Context: an optimization exercise on an open-source flow, tuned for a short achievable clock period and few clock cycles. The choices shown serve that exercise and are no tape-out recipe. Only simulation tests tie the RTL to the original design; equivalence was not proved. Power figures rest on the tool's default switching activity, not on a simulated workload.

--- flow/config.mk ---
export PLATFORM = sky130hd
export DESIGN_NAME = assoc_wb_cache
export DESIGN_NICKNAME = assoc_wb_cache
export VERILOG_FILES = /design/flow/design.v
export SDC_FILE = /design/flow/constraint.sdc
export NUM_CORES = 4
export LEC_CHECK = 0
export CAP_MARGIN = 20
export CORE_MARGIN = 2
export CORE_UTILIZATION = 40
export SETUP_SLACK_MARGIN = 0.2
export SLEW_MARGIN = 20
--- flow/constraint.sdc ---
create_clock -name core_clock -period 11.0 [get_ports {clk}]
set_input_delay 2.2000 -clock core_clock [delete_from_list [all_inputs] [get_ports {clk}]]
set_output_delay 2.2000 -clock core_clock [all_outputs]
set_load 0.01 [all_outputs]
--- flow/design.v ---
module assoc_wb_cache #(
    parameter int LINE_SIZE = 16,
    parameter int NUM_SETS  = 16,
    parameter int NUM_WAYS  = 2
) (
    input  logic                          clk,
    input  logic                          reset,
    input  logic                          is_input_valid,
    input  logic [31:0]                   addr,
    input  logic                          mem_rw,
    input  logic [31:0]                   din,
    input  logic [3:0]                    byte_en,
    output logic                          is_ready,
    output logic                          is_output_valid,
    output logic [31:0]                   dout,
    output logic                          is_hit,
    output logic                          mem_req_valid,
    input  logic                          mem_req_ready,
    output logic                          mem_req_write,
    output logic [31-$clog2(LINE_SIZE):0] mem_req_addr,
    output logic [8*LINE_SIZE-1:0]        mem_req_data,
    input  logic                          mem_resp_valid,
    input  logic [8*LINE_SIZE-1:0]        mem_resp_data,
    output logic [31:0]                   hit_count,
    output logic [31:0]                   miss_count
);
    localparam int OFF_W  = $clog2(LINE_SIZE);
    localparam int IDX_W  = $clog2(NUM_SETS);
    localparam int TAG_W  = 32 - IDX_W - OFF_W;
    localparam int LA_W   = 32 - OFF_W;
    localparam int WSEL_W = OFF_W - 2;
    localparam int LINE_W = 8 * LINE_SIZE;
    localparam int WAY_W  = (NUM_WAYS > 1) ? $clog2(NUM_WAYS) : 1;
    localparam int AGE_W  = WAY_W;
    typedef enum logic [1:0] {IDLE, WRITEBACK, FILL_REQ, FILL_WAIT} state_t;
    state_t state_q, state_d;
    logic [LINE_W-1:0] data_q  [NUM_SETS][NUM_WAYS];
    logic [TAG_W-1:0]  tag_q   [NUM_SETS][NUM_WAYS];
    logic              valid_q [NUM_SETS][NUM_WAYS];
    logic              dirty_q [NUM_SETS][NUM_WAYS];
    logic [AGE_W-1:0]  age_q   [NUM_SETS][NUM_WAYS];
    logic              miss_q;
    logic [LA_W-1:0]   miss_line_q;
    logic [WAY_W-1:0]  victim_q;
    logic [TAG_W-1:0]  req_tag;
    logic [IDX_W-1:0]  req_idx;
    logic [WSEL_W-1:0] req_wsel;
    logic [IDX_W-1:0]  fill_idx;
    logic [TAG_W-1:0]  fill_tag;
    logic              hit;
    logic [WAY_W-1:0]  hit_way;
    logic [WAY_W-1:0]  victim_way;
    logic              victim_dirty;
    logic [LINE_W-1:0] hit_line;
    logic [LINE_W-1:0] merged_line;
    logic              miss_detect;
    logic              write_hit;
    logic              wb_done;
    logic              fill_done;
    logic              lru_en;
    logic [IDX_W-1:0]  lru_idx;
    logic [WAY_W-1:0]  lru_way;
    logic              unused_addr_bits;
    function automatic logic [31:0] sat_inc(input logic [31:0] v);
        sat_inc = (v == 32'hFFFF_FFFF) ? v : v + 32'd1;
    endfunction
    assign req_tag          = addr[31 -: TAG_W];
    assign req_idx          = addr[OFF_W +: IDX_W];
    assign req_wsel         = addr[2 +: WSEL_W];
    assign fill_idx         = miss_line_q[IDX_W-1:0];
    assign fill_tag         = miss_line_q[LA_W-1:IDX_W];
    assign unused_addr_bits = ^addr[1:0];
    always_comb begin
        hit     = 1'b0;
        hit_way = '0;
        for (int w = 0; w < NUM_WAYS; w++) begin
            if (valid_q[req_idx][w] && (tag_q[req_idx][w] == req_tag)) begin
                hit     = 1'b1;
                hit_way = WAY_W'(w);
            end
        end
    end
    always_comb begin
        logic [AGE_W-1:0] oldest;
        logic             found;
        oldest     = '0;
        found      = 1'b0;
        victim_way = '0;
        for (int w = 0; w < NUM_WAYS; w++) begin
            if (age_q[req_idx][w] > oldest) begin
                oldest     = age_q[req_idx][w];
                victim_way = WAY_W'(w);
            end
        end
        for (int w = 0; w < NUM_WAYS; w++) begin
            if (!found && !valid_q[req_idx][w]) begin
                found      = 1'b1;
                victim_way = WAY_W'(w);
            end
        end
    end
    assign victim_dirty = valid_q[req_idx][victim_way] && dirty_q[req_idx][victim_way];
    assign hit_line     = data_q[req_idx][hit_way];
    always_comb begin
        merged_line = hit_line;
        for (int b = 0; b < 4; b++) begin
            if (byte_en[b]) merged_line[int'(req_wsel) * 32 + b * 8 +: 8] = din[b * 8 +: 8];
        end
    end
    assign is_ready        = (state_q == IDLE);
    assign is_output_valid = is_ready && is_input_valid && hit;
    assign is_hit          = is_output_valid && !miss_q;
    assign dout            = (is_output_valid && !mem_rw) ? hit_line[int'(req_wsel) * 32 +: 32] : 32'd0;
    assign miss_detect     = is_ready && is_input_valid && !hit;
    assign write_hit       = is_output_valid && mem_rw && (byte_en != 4'b0000);
    assign wb_done         = (state_q == WRITEBACK) && mem_req_ready;
    assign fill_done       = (state_q == FILL_WAIT) && mem_resp_valid;
    always_comb begin
        lru_en  = 1'b0;
        lru_idx = req_idx;
        lru_way = hit_way;
        if (is_output_valid) begin
            lru_en = 1'b1;
        end else if (fill_done) begin
            lru_en  = 1'b1;
            lru_idx = fill_idx;
            lru_way = victim_q;
        end
    end
    always_comb begin
        state_d       = state_q;
        mem_req_valid = 1'b0;
        mem_req_write = 1'b0;
        mem_req_addr  = '0;
        mem_req_data  = '0;
        case (state_q)
            IDLE: begin
                if (miss_detect) state_d = victim_dirty ? WRITEBACK : FILL_REQ;
            end
            WRITEBACK: begin
                mem_req_valid = 1'b1;
                mem_req_write = 1'b1;
                mem_req_addr  = {tag_q[fill_idx][victim_q], fill_idx};
                mem_req_data  = data_q[fill_idx][victim_q];
                if (mem_req_ready) state_d = FILL_REQ;
            end
            FILL_REQ: begin
                mem_req_valid = 1'b1;
                mem_req_addr  = miss_line_q;
                if (mem_req_ready) state_d = FILL_WAIT;
            end
            FILL_WAIT: begin
                if (mem_resp_valid) state_d = IDLE;
            end
            default: state_d = IDLE;
        endcase
    end
    always_ff @(posedge clk or negedge reset) begin
        if (!reset) begin
            state_q     <= IDLE;
            miss_q      <= 1'b0;
            miss_line_q <= '0;
            victim_q    <= '0;
            hit_count   <= 32'd0;
            miss_count  <= 32'd0;
            for (int s = 0; s < NUM_SETS; s++) begin
                for (int w = 0; w < NUM_WAYS; w++) begin
                    valid_q[s][w] <= 1'b0;
                    dirty_q[s][w] <= 1'b0;
                    age_q[s][w]   <= AGE_W'(w);
                end
            end
        end else begin
            state_q <= state_d;
            if (miss_detect) begin
                miss_q      <= 1'b1;
                miss_line_q <= addr[31:OFF_W];
                victim_q    <= victim_way;
                miss_count  <= sat_inc(miss_count);
            end else if (is_ready && (is_output_valid || !is_input_valid)) begin
                miss_q <= 1'b0;
            end
            if (is_hit) hit_count <= sat_inc(hit_count);
            if (write_hit) dirty_q[req_idx][hit_way] <= 1'b1;
            if (wb_done) begin
                valid_q[fill_idx][victim_q] <= 1'b0;
                dirty_q[fill_idx][victim_q] <= 1'b0;
            end
            if (fill_done) begin
                valid_q[fill_idx][victim_q] <= 1'b1;
                dirty_q[fill_idx][victim_q] <= 1'b0;
            end
            if (lru_en) begin
                for (int w = 0; w < NUM_WAYS; w++) begin
                    if (WAY_W'(w) == lru_way)
                        age_q[lru_idx][w] <= '0;
                    else if (age_q[lru_idx][w] < age_q[lru_idx][lru_way])
                        age_q[lru_idx][w] <= age_q[lru_idx][w] + 1'b1;
                end
            end
        end
    end
    always_ff @(posedge clk) begin
        if (fill_done) begin
            data_q[fill_idx][victim_q] <= mem_resp_data;
            tag_q[fill_idx][victim_q]  <= fill_tag;
        end
        if (write_hit) data_q[req_idx][hit_way] <= merged_line;
    end
endmodule
--- flow/run.sh ---
#!/bin/bash
# synth_recipe.tcl (not shown) runs the flow's synth.tcl, then flattens the netlist and writes it again
# the make line also repeats each setting of config.mk as NAME=value (left out here)
make -C /OpenROAD-flow-scripts/flow DESIGN_CONFIG=/design/flow/config.mk WORK_HOME=/design/flow/orfs CLKGATE_MAP_FILE= SYNTH_SCRIPT=/design/flow/synth_recipe.tcl finish
==> summary.txt <==
-- worst register-to-register path: stages (launching register included) --
cell      delay [ns]
edfxtp_1        0.39
mux4_2          0.53
mux2i_1         0.27
xor2_1          0.19
buf_4           0.18
nand2_1         0.09
or4_1           0.67
a211oi_4        0.35
buf_4           0.22
nand4_1         0.62
a211oi_4        1.00
buf_4           0.43
nor2_1          0.12
a21oi_2         0.84
nor2_4          0.12
buf_12          0.32
buf_4           0.54
-- how the worst max path moves through the flow --
| stage | cells past startpoint | endpoint | from | slack, ns |
|---|---|---|---|---|
| 2_1_floorplan | 15 | data_q[4][0] | addr[4] | -0.71 |
| 3_3_place_gp | 22 | dout[7] | addr[4] | 0.29 |
| 3_5_place_dp | 22 | dout[7] | addr[4] | 0.28 |
| 4_1_cts | 22 | dout[7] | addr[4] | 0.22 |
| 5_1_grt | 20 | dout[15] | addr[5] | 0.21 |
| 6_report | 21 | dout[7] | addr[5] | 0.28 |
-- power by group --
group	internal (mW)	leakage (nW)	switching, mW
clock network	10.6	8.77	8.03
registers	21.9	46.3	0.708
logic	7.63	31.6	8.93
total	40.2	86.6	17.7
-- kinds of logic after synthesis --
kind of cell / share of synthesized area [%]
and+or+nand+nor: 2.02
DFF: 63.3
buffers and inverters: 1.66
muxes: 30.3
adders and majority gates: 0.0630
AOI/OAI and AO/OA: 2.21
xor gates and xnor gates: 0.430
-- routing by layer --
layer | global-route usage, % | vias to the layer above | share of wire, %
met1 | 36.2 | 75208 | 37
met3 | 7.40 | 1690 | 12
met4 | 12.3 | 32 | 5.4
li1 | - | 51907 | -
met2 | 42.2 | 9545 | 46
met5 | 0 | - | 0.025
-- metrics by stage --
| step | setup slack (ns) | cells | util, % |
|---|---|---|---|
| after global placement | 0.286 | 19592 | 43.2 |
| after detailed placement | 0.281 | 19596 | 43.2 |
| after global routing | 0.212 | 20619 | 46.4 |
| after floorplan | -0.708 | 11536 | - |
| final | 0.280 | 20637 | 46.4 |
| after CTS | 0.222 | 20606 | 46.3 |
-- state kept, by name (all words and copies together), names as in the netlist, 2 cells and up --
name,count
age_q,32
data_q,4096
dirty_q,32
hit_count,32
miss_count,32
miss_line_q,28
state_q,2
tag_q,768
valid_q,32
-- cells in the mapped netlist, types with 26 or more instances --
| cell type | count |
|---|---|
| inv_1 | 53 |
| xor2_1 | 31 |
| o221ai_1 | 37 |
| and2_1 | 31 |
| dfrtp_1 | 176 |
| nor2_1 | 464 |
| o22a_1 | 36 |
| o21ai_0 | 112 |
| xnor2_1 | 86 |
| mux4_2 | 2926 |
| buf_2 | 130 |
| nand3_1 | 62 |
| nand4_1 | 26 |
| nand2_1 | 149 |
| a22o_1 | 31 |
| mux2i_1 | 518 |
| mux2_2 | 94 |
| buf_1 | 222 |
| edfxtp_1 | 4864 |
| buf_4 | 32 |
| and3_1 | 27 |
| a21oi_1 | 384 |
| clkbuf_1 | 503 |
| nor2b_1 | 141 |
| nor3_1 | 42 |
| a22oi_1 | 70 |
-- what timing repair did --
action                     4_1_cts  5_1_grt
setup endpoints to repair        0       10
resized for setup                0        5
setup buffers                    0        0
-- final cells by class --
class                           count  area, sq um  share of cell area (%)
Sequential cell                  5056       151000                    54.8
Clock inverter                    318         3360                    1.22
Tap cell                         7837         9810                    3.56
Clock buffer                      692        14700                    5.35
Multi-Input combinational cell   5524        84900                    30.8
Inverter                           57          224                  0.0813
Timing Repair Buffer             1124        11500                    4.16
Antenna cell                       29         72.6                  0.0263
==> reports/results.ini <==
[yosys]
synthTopCellsByArea=edfxtp_1 (61%), mux4_2 (28%), mux2i_1 (2.2%)
synth.avg_cell_area_sq_um=20.7
synth_flop_cell=edfxtp_1
ys_warn_count=4
synthesis.nets=11750
syn-cell-area_sq_um=238000
synthArstFlopShare_pct=3.80
synth_seq_area_share_pct=63.3
synth_cells=11536
netlist.area_leader.share_pct=61.3
yosysTopAreaCell=edfxtp_1
synth.distinct_cells=87
synth_edf_count=4864
synth-seq-cells=5056

[die]
dieWidth_um=776
die_h_um=776
die_area_sq_um=602000
core_sq_um=594000
initial_core_util_pct=40.1
num_io_pins=459
core.rowCount=283

[timing]
slew_headroom_pct=16.4
grt_setup_unrepaired=false
fmax_mhz=93.3
maxSlewViolCount=0
min_period_over_period_pct=97.5
hold_viol_final=0
tightest_slew_ns=1.25
fin_tns_setup_ns=0
fin_crit_ns=10.72
worst_hold_slack_ns=0.483
setup_viol_count_final=0
finalClockSkew_ns=0.119

[power_and_ir_drop]
p_leak_nw=86.6
vdd_drop_max_uv=193
p_per_area_nw_per_um2=210
power_mw=57.9

[global_routing]
overflow=0
grt.total_usage_pct=27.2
grt_max_degree=128
antenna_found_initial=57
grt_first_pass_wirelength_um=1150000
grt_pass1_vias=139913

[critical_path]
slowest_stage=mux4_2
critPathMaxStageDelay_ns=0.51
worst-r2r-cell-count=16
cp_num_buf_inv=10
ff2ff_setup_slack_ns=3.72
rr_startpoint=tag_q[31][17]
critPathTopFamily=buffers and inverters
endpoint_kind=output port
critical_path.cell_chain=buf_8 -> buf_4 -> mux2i_1 -> a22oi_1 -> a21oi_1 -> o221ai_1 -> o41ai_1 -> buf_4 -> nor2b_1 -> nand3_4 -> buf_12 -> buf_12 -> buf_12 -> buf_12 -> mux4_2 -> mux4_2 -> mux2i_2 -> buf_4 -> o221ai_1 -> buf_4 -> clkdlybuf4s50_1
crit_required_ns=8.80
worstReg2RegEnd=data_q[1][106]
path_max_fanout=38
critical_path_class=input pin to output port
cp_data_arrival_time_ns=8.52
start_kind=input pin

[placed_design]
gp_congestion=0.872
io_buffer_count=456
dp_hpwl_um=483000
placed_area_sq_um=257000

[layout]
fillers=48681
design_area_sq_um=275000
mostFrequentLayoutCells=edfxtp_1 (4864), mux4_2 (2926), clkbuf_16 (568), buf_4 (524), mux2i_1 (515)
layout_commonest_cell=edfxtp_1
drive_gt1_share_pct=36.7
syn_to_final_growth_pct=15.6
finalNetCount=12533

[run_status]
status=no timing/DRC/antenna violations

[routing]
final_antenna_net_count=0
num_vias=138382
via_per_inst=6.71
drcViolationCount=0
drt_wl_total_um=834000
wl_per_cell_um=40.4
dr.first_iter.drc_count=18561
dr.pass1.iters=8

[clock_tree]
htreeDepth=6
cts_buffer_depth=4
numCtsBuffers=556
cts.sinks=5056
path_clk_slew_ns=0.05
cts_root_buffer=clkbuf_16
clock_latency_ns=1.13
cts.hold.buffers_added=0
cts_tree=yes

[job]
drv_cap=0

[worst_hold_path]
hold_class=flip-flop to flip-flop
holdPathStages=1
hp-start=valid_q[16]
hold_end=valid_q[16]

Testbench counts, summed over its fixed seeds: cycles 66,473.

[separate check: timing with driven ports]
No port has a modelled driver above. Below, the same layout with a new extraction and two added sets of constraints.
Step 1 (the two cells are an assumption about what drives the block):
set clk [get_ports {clk}]
set_driving_cell -lib_cell sky130_fd_sc_hd__clkbuf_16 $clk
set_driving_cell -lib_cell sky130_fd_sc_hd__buf_2 [delete_from_list [all_inputs] $clk]
Step 2 also shifts input and output timing later by t, the mid clock arrival at the registers, as if the neighbouring blocks saw the same clock.
Three values: ideal ports, drivers, drivers and shift; two values: the first two.
t (ns): 1.204
setup WS [ns]: 0.280 / 0.148 / 0.148
hold slack, ns: 0.483 / 0.483 / 0.483
worst setup path at the end: input to output
worst data-port slew with drivers (ns): 0.34
After both steps setup and hold are still met in this run. For this run, drivers alone change the setup slack by -0.132 ns; drivers and shift together by -0.132 ns.
